This is an optimization exercise on Yosys and OpenROAD, whose aim is small area, a short achievable clock period and few clock cycles, not a production implementation. The RTL was checked by simulation tests, not by an equivalence proof against the original design.

==> inputs of 08-16 <==
==> flow/design.v (excerpt) <==
module sha256_hasher (
    input  logic         clk,
    input  logic         rst,
    input  logic         in_valid,
    output logic         in_ready,
    input  logic [31:0]  in_data,
    input  logic         in_last,
    input  logic [2:0]   in_bytes,
    output logic [255:0] digest,
    output logic         digest_valid
);
make LEC_CHECK=0 CAP_MARGIN=20 CORE_MARGIN=2 CORE_UTILIZATION=40 SETUP_SLACK_MARGIN=3.5 SLEW_MARGIN=20 finish   # period 10.0 ns
run.sh (not shown) runs the stock make flow with config.mk's settings and CLKGATE_MAP_FILE= SYNTH_SCRIPT=/design/flow/synth_recipe.tcl, a recipe that flattens the netlist after the stock synthesis.
==> 01-11 (differences from 08-16) <==
--- a/flow/design.v
+++ b/flow/design.v
@@ -26,61 +26,62 @@
             6'd40: kc = 32'ha2bfe8a1; 6'd41: kc = 32'ha81a664b; 6'd42: kc = 32'hc24b8b70; 6'd43: kc = 32'hc76c51a3;
             6'd44: kc = 32'hd192e819; 6'd45: kc = 32'hd6990624; 6'd46: kc = 32'hf40e3585; 6'd47: kc = 32'h106aa070;
             6'd48: kc = 32'h19a4c116; 6'd49: kc = 32'h1e376c08; 6'd50: kc = 32'h2748774c; 6'd51: kc = 32'h34b0bcb5;
             6'd52: kc = 32'h391c0cb3; 6'd53: kc = 32'h4ed8aa4a; 6'd54: kc = 32'h5b9cca4f; 6'd55: kc = 32'h682e6ff3;
             6'd56: kc = 32'h748f82ee; 6'd57: kc = 32'h78a5636f; 6'd58: kc = 32'h84c87814; 6'd59: kc = 32'h8cc70208;
             6'd60: kc = 32'h90befffa; 6'd61: kc = 32'ha4506ceb; 6'd62: kc = 32'hbef9a3f7; default: kc = 32'hc67178f2;
         endcase
     endfunction
-    logic        ir_v;
-    logic [31:0] ir_d;
-    logic        ir_last;
-    logic [2:0]  ir_nb;
     localparam logic [1:0] P_MSG = 2'd0, P_ZERO = 2'd1, P_LHI = 2'd2, P_LLO = 2'd3;
     logic        run;         
     logic [5:0]  t;           
     logic [1:0]  k;           
     logic        blk_final;   
     logic [1:0]  ps;          
     logic        mpend;       
     logic [3:0]  pp;          
     logic [31:0] byte_cnt;    
     logic        dvalid;
     logic [15:0][31:0] w;     
     logic [31:0] a, b, c, e, f, g;
     logic [31:0] hkw, dhkw;   
     logic [31:0] kq;          
     logic [7:0][31:0] hv;     
     logic [255:0] dig;
-    logic        want, src_in, avail, shift_src, take, adv;
+    logic        want, src_in, avail, shift_src, adv;
+    logic        rot, rot_full, busy;
+    logic [3:0]  rc;          
     logic        t_in, t_tail;
+    assign busy = (rc != 4'd0);
     logic [31:0] src_word;
     logic [1:0]  ps_after_marker;
     logic        f_in, f_tail, f_sched, f61, f62, f63;
     assign t_in   = f_in;
     assign t_tail = f_tail;
     assign want   = !run || t_in || t_tail;
     assign src_in = (ps == P_MSG) && !mpend;
-    assign avail  = !src_in || ir_v;
-    assign shift_src = want && avail;
-    assign take   = shift_src && src_in;
-    assign adv    = run && (!t_in || avail);
-    assign in_ready = !ir_v || (want && src_in);
+    assign avail  = !src_in || in_valid;
+    assign shift_src = !busy && want && avail;
+    assign adv    = !busy && run && (!t_in || avail);
+    assign rot      = busy || (want && !avail);
+    assign rot_full = !busy && want && !avail &&
+                      (run ? (t_in || k[0]) : k[0]);
+    assign in_ready = !busy && want && src_in;
     assign ps_after_marker = (pp == 4'd13) ? P_LHI : P_ZERO;
     always_comb begin
         src_word = 32'h0;
         if (src_in) begin
-            src_word = ir_d;
-            if (ir_last && !ir_nb[2]) begin
-                case (ir_nb[1:0])
+            src_word = in_data;
+            if (in_last && !in_bytes[2]) begin
+                case (in_bytes[1:0])
                     2'd0:    src_word = 32'h8000_0000;
-                    2'd1:    src_word = {ir_d[31:24], 24'h80_0000};
-                    2'd2:    src_word = {ir_d[31:16], 16'h8000};
-                    default: src_word = {ir_d[31:8], 8'h80};
+                    2'd1:    src_word = {in_data[31:24], 24'h80_0000};
+                    2'd2:    src_word = {in_data[31:16], 16'h8000};
+                    default: src_word = {in_data[31:8], 8'h80};
                 endcase
             end
         end else if (mpend) begin
             src_word = 32'h8000_0000;
         end else if (ps == P_LHI) begin
             src_word = {29'b0, byte_cnt[31:29]};
         end else if (ps == P_LLO) begin
             src_word = {byte_cnt[28:0], 3'b0};
@@ -109,37 +110,22 @@
     assign wx_s = w[0] ^ w[9] ^ ws0;
     assign wx_c = {(w[0][30:0] & w[9][30:0]) | (w[0][30:0] & ws0[30:0]) | (w[9][30:0] & ws0[30:0]), 1'b0};
     assign wy_s = wx_s ^ wx_c ^ ws1;
     assign wy_c = {(wx_s[30:0] & wx_c[30:0]) | (wx_s[30:0] & ws1[30:0]) | (wx_c[30:0] & ws1[30:0]), 1'b0};
     assign wnew = wy_s + wy_c;
     logic sched;
     assign sched = run && f_sched;
     assign w_in  = sched ? wnew : src_word;
-    logic        nxt0;        
+    logic        sel_g, sel_hv, sel_iv, sel_q;
     logic [31:0] p_op, r_op, qh_op, qd_op, hkw_d, dhkw_d;
-    assign nxt0  = !run || f63;
-    always_comb begin
-        p_op  = g;
-        r_op  = c;
-        qh_op = 32'h0;
-        qd_op = 32'h0;
-        if (nxt0) begin
-            if (run && blk_final) begin
-                p_op = IV[31:0];
-                r_op = IV[159:128];
-            end else begin
-                p_op = hv[7];
-                r_op = hv[3];
-            end
-        end else if (f62) begin
-            qh_op = hv[0];
-            qd_op = hv[4];
-        end
-    end
+    assign p_op  = ({32{sel_g}} & g) | ({32{sel_hv}} & hv[7]) | ({32{sel_iv}} & IV[31:0]);
+    assign r_op  = ({32{sel_g}} & c) | ({32{sel_hv}} & hv[3]) | ({32{sel_iv}} & IV[159:128]);
+    assign qh_op = {32{sel_q}} & hv[0];
+    assign qd_op = {32{sel_q}} & hv[4];
     logic [31:0] pk_s, pk_c, ph_s, ph_c, pd1_s, pd1_c, pd2_s, pd2_c;
     assign pk_s  = p_op ^ kq ^ w[15];
     assign pk_c  = {(p_op[30:0] & kq[30:0]) | (p_op[30:0] & w[15][30:0]) | (kq[30:0] & w[15][30:0]), 1'b0};
     assign ph_s  = pk_s ^ pk_c ^ qh_op;
     assign ph_c  = {(pk_s[30:0] & pk_c[30:0]) | (pk_s[30:0] & qh_op[30:0]) | (pk_c[30:0] & qh_op[30:0]), 1'b0};
     assign pd1_s = pk_s ^ pk_c ^ r_op;
     assign pd1_c = {(pk_s[30:0] & pk_c[30:0]) | (pk_s[30:0] & r_op[30:0]) | (pk_c[30:0] & r_op[30:0]), 1'b0};
     assign pd2_s = pd1_s ^ pd1_c ^ qd_op;
@@ -187,44 +173,48 @@
                     k_n   = '0;
                 end else begin
                     k_n = k_inc;
                 end
             end
         end
     end
     always_ff @(posedge clk) begin
+        if (rst)           rc <= '0;
+        else if (busy)     rc <= rc - 4'd1;
+        else if (rot_full) rc <= 4'd15;
         run <= run_n && !rst;
         t   <= t_n;
         k   <= rst ? 2'd0 : k_n;
         kq  <= kc(run_n ? t_n + 6'd1 : 6'd0);
+        sel_iv <= run_n && (t_n == 6'd63) && blk_final;
+        sel_hv <= !run_n || ((t_n == 6'd63) && !blk_final);
+        sel_g  <= run_n && (t_n != 6'd63);
+        sel_q  <= run_n && (t_n == 6'd62);
         f_in    <= run_n && (t_n <= 6'd13);
         f_tail  <= run_n && (t_n >= 6'd62);
         f_sched <= run_n && (t_n >= 6'd14) && (t_n <= 6'd61);
         f61     <= run_n && (t_n == 6'd61);
         f62     <= run_n && (t_n == 6'd62);
         f63     <= run_n && (t_n == 6'd63);
         if (rst) begin
-            ir_v      <= 1'b0;
             blk_final <= 1'b0;
             ps        <= P_MSG;
             mpend     <= 1'b0;
             pp        <= '0;
             byte_cnt  <= '0;
             dvalid    <= 1'b0;
             dig       <= '0;
         end else begin
-            if (in_valid && in_ready) ir_v <= 1'b1;
-            else if (take)            ir_v <= 1'b0;
             if (shift_src) begin
                 pp <= pp + 4'd1;
                 if (src_in) begin
-                    byte_cnt <= byte_cnt + {29'b0, ir_nb};
-                    if (ir_last) begin
-                        if (ir_nb[2]) mpend <= 1'b1;
+                    byte_cnt <= byte_cnt + {29'b0, in_bytes};
+                    if (in_last) begin
+                        if (in_bytes[2]) mpend <= 1'b1;
                         else          ps    <= ps_after_marker;
                     end
                 end else if (mpend) begin
                     mpend <= 1'b0;
                     ps    <= ps_after_marker;
                 end else if (ps == P_ZERO) begin
                     if (pp == 4'd13) ps <= P_LHI;
                 end else if (ps == P_LHI) begin
@@ -237,25 +227,17 @@
             end
             if (last_round) blk_final <= 1'b0;
             dvalid <= fin_round;
             if (fin_round)
                 dig <= {a_new, ffa, hv[2], hv[3], e_new, ffe, hv[6], hv[7]};
         end
     end
     always_ff @(posedge clk) begin
-        if (in_valid && in_ready) begin
-            ir_d    <= in_data;
-            ir_last <= in_last;
-            ir_nb   <= in_bytes;
-        end
-    end
-    always_ff @(posedge clk) begin
-        if (sched || shift_src)
-            w <= {w_in, w[15:1]};
+        w <= {rot ? w[0] : w_in, w[15:1]};
         if (adv || !run) begin
             hkw  <= hkw_d;
             dhkw <= dhkw_d;
         end
     end
     logic sel_rnd, ld_iv;
     assign sel_rnd = adv && !fin_round && !rst;
     assign ld_iv   = rst || fin_round;
==> flow/flow/run.sh (new file) <==
#!/bin/bash
# The standard layout (standard.sh: unchanged synthesis, floorplan, power
# grid, placement, CTS, routing), with the port buffers made from the
# smallest buffer cell instead of the delay buffer buffer_ports picks.
set -euo pipefail
bash standard.sh "BUFFER_PORTS_ARGS=-buffer_cell sky130_fd_sc_hd__buf_1" finish > orfs_finish.log 2>&1
==> flow/standard.sh (new file) <==
#!/bin/bash
# synth_recipe.tcl (not shown) runs the flow's synth.tcl, then flattens the netlist and writes it again
# the make line also repeats each setting of config.mk as NAME=value (left out here)
make -C /OpenROAD-flow-scripts/flow DESIGN_CONFIG=/design/flow/config.mk WORK_HOME=/design/flow/orfs CLKGATE_MAP_FILE= SYNTH_SCRIPT=/design/flow/synth_recipe.tcl "${@:-finish}"
Settings changed: CTS_BUF_LIST set to sky130_fd_sc_hd__clkbuf_8, SETUP_SLACK_MARGIN 3.5 to 5.
removed: flow/run.sh
==> 11-28 (differences from 08-16) <==
--- a/flow/design.v
+++ b/flow/design.v
@@ -26,61 +26,62 @@
             6'd40: kc = 32'ha2bfe8a1; 6'd41: kc = 32'ha81a664b; 6'd42: kc = 32'hc24b8b70; 6'd43: kc = 32'hc76c51a3;
             6'd44: kc = 32'hd192e819; 6'd45: kc = 32'hd6990624; 6'd46: kc = 32'hf40e3585; 6'd47: kc = 32'h106aa070;
             6'd48: kc = 32'h19a4c116; 6'd49: kc = 32'h1e376c08; 6'd50: kc = 32'h2748774c; 6'd51: kc = 32'h34b0bcb5;
             6'd52: kc = 32'h391c0cb3; 6'd53: kc = 32'h4ed8aa4a; 6'd54: kc = 32'h5b9cca4f; 6'd55: kc = 32'h682e6ff3;
             6'd56: kc = 32'h748f82ee; 6'd57: kc = 32'h78a5636f; 6'd58: kc = 32'h84c87814; 6'd59: kc = 32'h8cc70208;
             6'd60: kc = 32'h90befffa; 6'd61: kc = 32'ha4506ceb; 6'd62: kc = 32'hbef9a3f7; default: kc = 32'hc67178f2;
         endcase
     endfunction
-    logic        ir_v;
-    logic [31:0] ir_d;
-    logic        ir_last;
-    logic [2:0]  ir_nb;
     localparam logic [1:0] P_MSG = 2'd0, P_ZERO = 2'd1, P_LHI = 2'd2, P_LLO = 2'd3;
     logic        run;         
     logic [5:0]  t;           
     logic [1:0]  k;           
     logic        blk_final;   
     logic [1:0]  ps;          
     logic        mpend;       
     logic [3:0]  pp;          
     logic [31:0] byte_cnt;    
     logic        dvalid;
     logic [15:0][31:0] w;     
     logic [31:0] a, b, c, e, f, g;
     logic [31:0] hkw, dhkw;   
     logic [31:0] kq;          
     logic [7:0][31:0] hv;     
     logic [255:0] dig;
-    logic        want, src_in, avail, shift_src, take, adv;
+    logic        want, src_in, avail, shift_src, adv;
+    logic        rot, rot_full, busy;
+    logic [3:0]  rc;          
     logic        t_in, t_tail;
+    assign busy = (rc != 4'd0);
     logic [31:0] src_word;
     logic [1:0]  ps_after_marker;
     logic        f_in, f_tail, f_sched, f61, f62, f63;
     assign t_in   = f_in;
     assign t_tail = f_tail;
     assign want   = !run || t_in || t_tail;
     assign src_in = (ps == P_MSG) && !mpend;
-    assign avail  = !src_in || ir_v;
-    assign shift_src = want && avail;
-    assign take   = shift_src && src_in;
-    assign adv    = run && (!t_in || avail);
-    assign in_ready = !ir_v || (want && src_in);
+    assign avail  = !src_in || in_valid;
+    assign shift_src = !busy && want && avail;
+    assign adv    = !busy && run && (!t_in || avail);
+    assign rot      = busy || (want && !avail);
+    assign rot_full = !busy && want && !avail &&
+                      (run ? (t_in || k[0]) : k[0]);
+    assign in_ready = !busy && want && src_in;
     assign ps_after_marker = (pp == 4'd13) ? P_LHI : P_ZERO;
     always_comb begin
         src_word = 32'h0;
         if (src_in) begin
-            src_word = ir_d;
-            if (ir_last && !ir_nb[2]) begin
-                case (ir_nb[1:0])
+            src_word = in_data;
+            if (in_last && !in_bytes[2]) begin
+                case (in_bytes[1:0])
                     2'd0:    src_word = 32'h8000_0000;
-                    2'd1:    src_word = {ir_d[31:24], 24'h80_0000};
-                    2'd2:    src_word = {ir_d[31:16], 16'h8000};
-                    default: src_word = {ir_d[31:8], 8'h80};
+                    2'd1:    src_word = {in_data[31:24], 24'h80_0000};
+                    2'd2:    src_word = {in_data[31:16], 16'h8000};
+                    default: src_word = {in_data[31:8], 8'h80};
                 endcase
             end
         end else if (mpend) begin
             src_word = 32'h8000_0000;
         end else if (ps == P_LHI) begin
             src_word = {29'b0, byte_cnt[31:29]};
         end else if (ps == P_LLO) begin
             src_word = {byte_cnt[28:0], 3'b0};
@@ -109,37 +110,22 @@
     assign wx_s = w[0] ^ w[9] ^ ws0;
     assign wx_c = {(w[0][30:0] & w[9][30:0]) | (w[0][30:0] & ws0[30:0]) | (w[9][30:0] & ws0[30:0]), 1'b0};
     assign wy_s = wx_s ^ wx_c ^ ws1;
     assign wy_c = {(wx_s[30:0] & wx_c[30:0]) | (wx_s[30:0] & ws1[30:0]) | (wx_c[30:0] & ws1[30:0]), 1'b0};
     assign wnew = wy_s + wy_c;
     logic sched;
     assign sched = run && f_sched;
     assign w_in  = sched ? wnew : src_word;
-    logic        nxt0;        
+    logic        sel_g, sel_hv, sel_iv, sel_q;
     logic [31:0] p_op, r_op, qh_op, qd_op, hkw_d, dhkw_d;
-    assign nxt0  = !run || f63;
-    always_comb begin
-        p_op  = g;
-        r_op  = c;
-        qh_op = 32'h0;
-        qd_op = 32'h0;
-        if (nxt0) begin
-            if (run && blk_final) begin
-                p_op = IV[31:0];
-                r_op = IV[159:128];
-            end else begin
-                p_op = hv[7];
-                r_op = hv[3];
-            end
-        end else if (f62) begin
-            qh_op = hv[0];
-            qd_op = hv[4];
-        end
-    end
+    assign p_op  = ({32{sel_g}} & g) | ({32{sel_hv}} & hv[7]) | ({32{sel_iv}} & IV[31:0]);
+    assign r_op  = ({32{sel_g}} & c) | ({32{sel_hv}} & hv[3]) | ({32{sel_iv}} & IV[159:128]);
+    assign qh_op = {32{sel_q}} & hv[0];
+    assign qd_op = {32{sel_q}} & hv[4];
     logic [31:0] pk_s, pk_c, ph_s, ph_c, pd1_s, pd1_c, pd2_s, pd2_c;
     assign pk_s  = p_op ^ kq ^ w[15];
     assign pk_c  = {(p_op[30:0] & kq[30:0]) | (p_op[30:0] & w[15][30:0]) | (kq[30:0] & w[15][30:0]), 1'b0};
     assign ph_s  = pk_s ^ pk_c ^ qh_op;
     assign ph_c  = {(pk_s[30:0] & pk_c[30:0]) | (pk_s[30:0] & qh_op[30:0]) | (pk_c[30:0] & qh_op[30:0]), 1'b0};
     assign pd1_s = pk_s ^ pk_c ^ r_op;
     assign pd1_c = {(pk_s[30:0] & pk_c[30:0]) | (pk_s[30:0] & r_op[30:0]) | (pk_c[30:0] & r_op[30:0]), 1'b0};
     assign pd2_s = pd1_s ^ pd1_c ^ qd_op;
@@ -187,44 +173,48 @@
                     k_n   = '0;
                 end else begin
                     k_n = k_inc;
                 end
             end
         end
     end
     always_ff @(posedge clk) begin
+        if (rst)           rc <= '0;
+        else if (busy)     rc <= rc - 4'd1;
+        else if (rot_full) rc <= 4'd15;
         run <= run_n && !rst;
         t   <= t_n;
         k   <= rst ? 2'd0 : k_n;
         kq  <= kc(run_n ? t_n + 6'd1 : 6'd0);
+        sel_iv <= run_n && (t_n == 6'd63) && blk_final;
+        sel_hv <= !run_n || ((t_n == 6'd63) && !blk_final);
+        sel_g  <= run_n && (t_n != 6'd63);
+        sel_q  <= run_n && (t_n == 6'd62);
         f_in    <= run_n && (t_n <= 6'd13);
         f_tail  <= run_n && (t_n >= 6'd62);
         f_sched <= run_n && (t_n >= 6'd14) && (t_n <= 6'd61);
         f61     <= run_n && (t_n == 6'd61);
         f62     <= run_n && (t_n == 6'd62);
         f63     <= run_n && (t_n == 6'd63);
         if (rst) begin
-            ir_v      <= 1'b0;
             blk_final <= 1'b0;
             ps        <= P_MSG;
             mpend     <= 1'b0;
             pp        <= '0;
             byte_cnt  <= '0;
             dvalid    <= 1'b0;
             dig       <= '0;
         end else begin
-            if (in_valid && in_ready) ir_v <= 1'b1;
-            else if (take)            ir_v <= 1'b0;
             if (shift_src) begin
                 pp <= pp + 4'd1;
                 if (src_in) begin
-                    byte_cnt <= byte_cnt + {29'b0, ir_nb};
-                    if (ir_last) begin
-                        if (ir_nb[2]) mpend <= 1'b1;
+                    byte_cnt <= byte_cnt + {29'b0, in_bytes};
+                    if (in_last) begin
+                        if (in_bytes[2]) mpend <= 1'b1;
                         else          ps    <= ps_after_marker;
                     end
                 end else if (mpend) begin
                     mpend <= 1'b0;
                     ps    <= ps_after_marker;
                 end else if (ps == P_ZERO) begin
                     if (pp == 4'd13) ps <= P_LHI;
                 end else if (ps == P_LHI) begin
@@ -237,25 +227,17 @@
             end
             if (last_round) blk_final <= 1'b0;
             dvalid <= fin_round;
             if (fin_round)
                 dig <= {a_new, ffa, hv[2], hv[3], e_new, ffe, hv[6], hv[7]};
         end
     end
     always_ff @(posedge clk) begin
-        if (in_valid && in_ready) begin
-            ir_d    <= in_data;
-            ir_last <= in_last;
-            ir_nb   <= in_bytes;
-        end
-    end
-    always_ff @(posedge clk) begin
-        if (sched || shift_src)
-            w <= {w_in, w[15:1]};
+        w <= {rot ? w[0] : w_in, w[15:1]};
         if (adv || !run) begin
             hkw  <= hkw_d;
             dhkw <= dhkw_d;
         end
     end
     logic sel_rnd, ld_iv;
     assign sel_rnd = adv && !fin_round && !rst;
     assign ld_iv   = rst || fin_round;
Settings changed: CORE_UTILIZATION 40 to 55, CTS_BUF_LIST set to sky130_fd_sc_hd__clkbuf_16, CTS_CLUSTER_DIAMETER set to 80, CTS_CLUSTER_SIZE set to 30, SETUP_SLACK_MARGIN 3.5 to 5.
==> comparison table <==
	11-28	08-16	01-11
Run status	timing/DRC/antenna clean	timing/DRC/antenna clean	timing/DRC/antenna clean
Number of clock sinks	1375	1405	1375
Final Critical Period	5440 ps	6267 ps	5562 ps
Top FF cell, synth	sky130_fd_sc_hd__dfxtp_1	sky130_fd_sc_hd__edfxtp_1	sky130_fd_sc_hd__dfxtp_1
Die extent in y	352.4 um	432.2 um	412.5 um
Compound-Gate Fraction of Synth Area	0.1568	0.1478	0.1568
Total number of vias	52920	54900	53640
Reg-to-reg startpoint	e[2]	run	sel_g
Maximum clock rate	0.1838 GHz	0.1596 GHz	0.1798 GHz
Inserted Clock Buffers	73	155	221
Maximum level of the CTS H-tree	3	4	4
Non-filler instance count after layout	8671	9442	9550
Flop-to-flop setup slack	4560 ps	3730 ps	4440 ps
Initial drt markers	6815	6421	5735
Largest net degree at the start of global routing	159	183	122
Multi-input combinational cell count	4418	4457	4417
Top fanout value on the critical path	3	24	7
Worst setup startpoint	e[2]	run	sel_g
Post-cts sizing count	337	0	341
Maximum cell stage delay along the critical path	610 ps	650 ps	600 ps
Testbench counts of 08-16, summed over its fixed seeds: cycles 64,224.
Testbench counts of 01-11, summed over its fixed seeds: cycles 64,216.
Testbench counts of 11-28, summed over its fixed seeds: cycles 64,216.

what the ideal ports hide:
The results above use ideal ports. As a check the final layouts listed here were re-extracted and re-timed, cells and wires unchanged.
Step 1 (the two cells are an assumption about what drives the block):
set clk [get_ports {clk}]
set_driving_cell -lib_cell sky130_fd_sc_hd__clkbuf_16 $clk
set_driving_cell -lib_cell sky130_fd_sc_hd__buf_2 [delete_from_list [all_inputs] $clk]
Step 2 times the ports against the registers' clock, not the clock port: input delays grow and output delays shrink by t, the midpoint of the rising clock arrivals with the driver on.
Slacks: ideal / step 1 / step 2; pairs: ideal / step 1.
| run | t (ns) | slack for setup (ns) | hold slack, ns | latest minus earliest clock arrival (ns) | worst register clock-pin slew, ns |
|---|---|---|---|---|---|
| 08-16 | 0.910 | 3.733 / 3.733 / 3.733 | 0.395 / 0.395 / 0.395 | 0.065 / 0.064 | 0.07 / 0.07 |
| 01-11 | 1.052 | 4.438 / 4.438 / 4.093 | 0.263 / 0.263 / 0.263 | 0.105 / 0.105 | 0.08 / 0.08 |
| 11-28 | 0.795 | 4.560 / 4.560 / 4.399 | 0.317 / 0.317 / 0.317 | 0.057 / 0.057 | 0.12 / 0.12 |
After both steps setup and hold are still met in every run listed. For 01-11, which loses most, drivers alone change the setup slack by 0.000 ns; drivers and shift together by -0.345 ns.
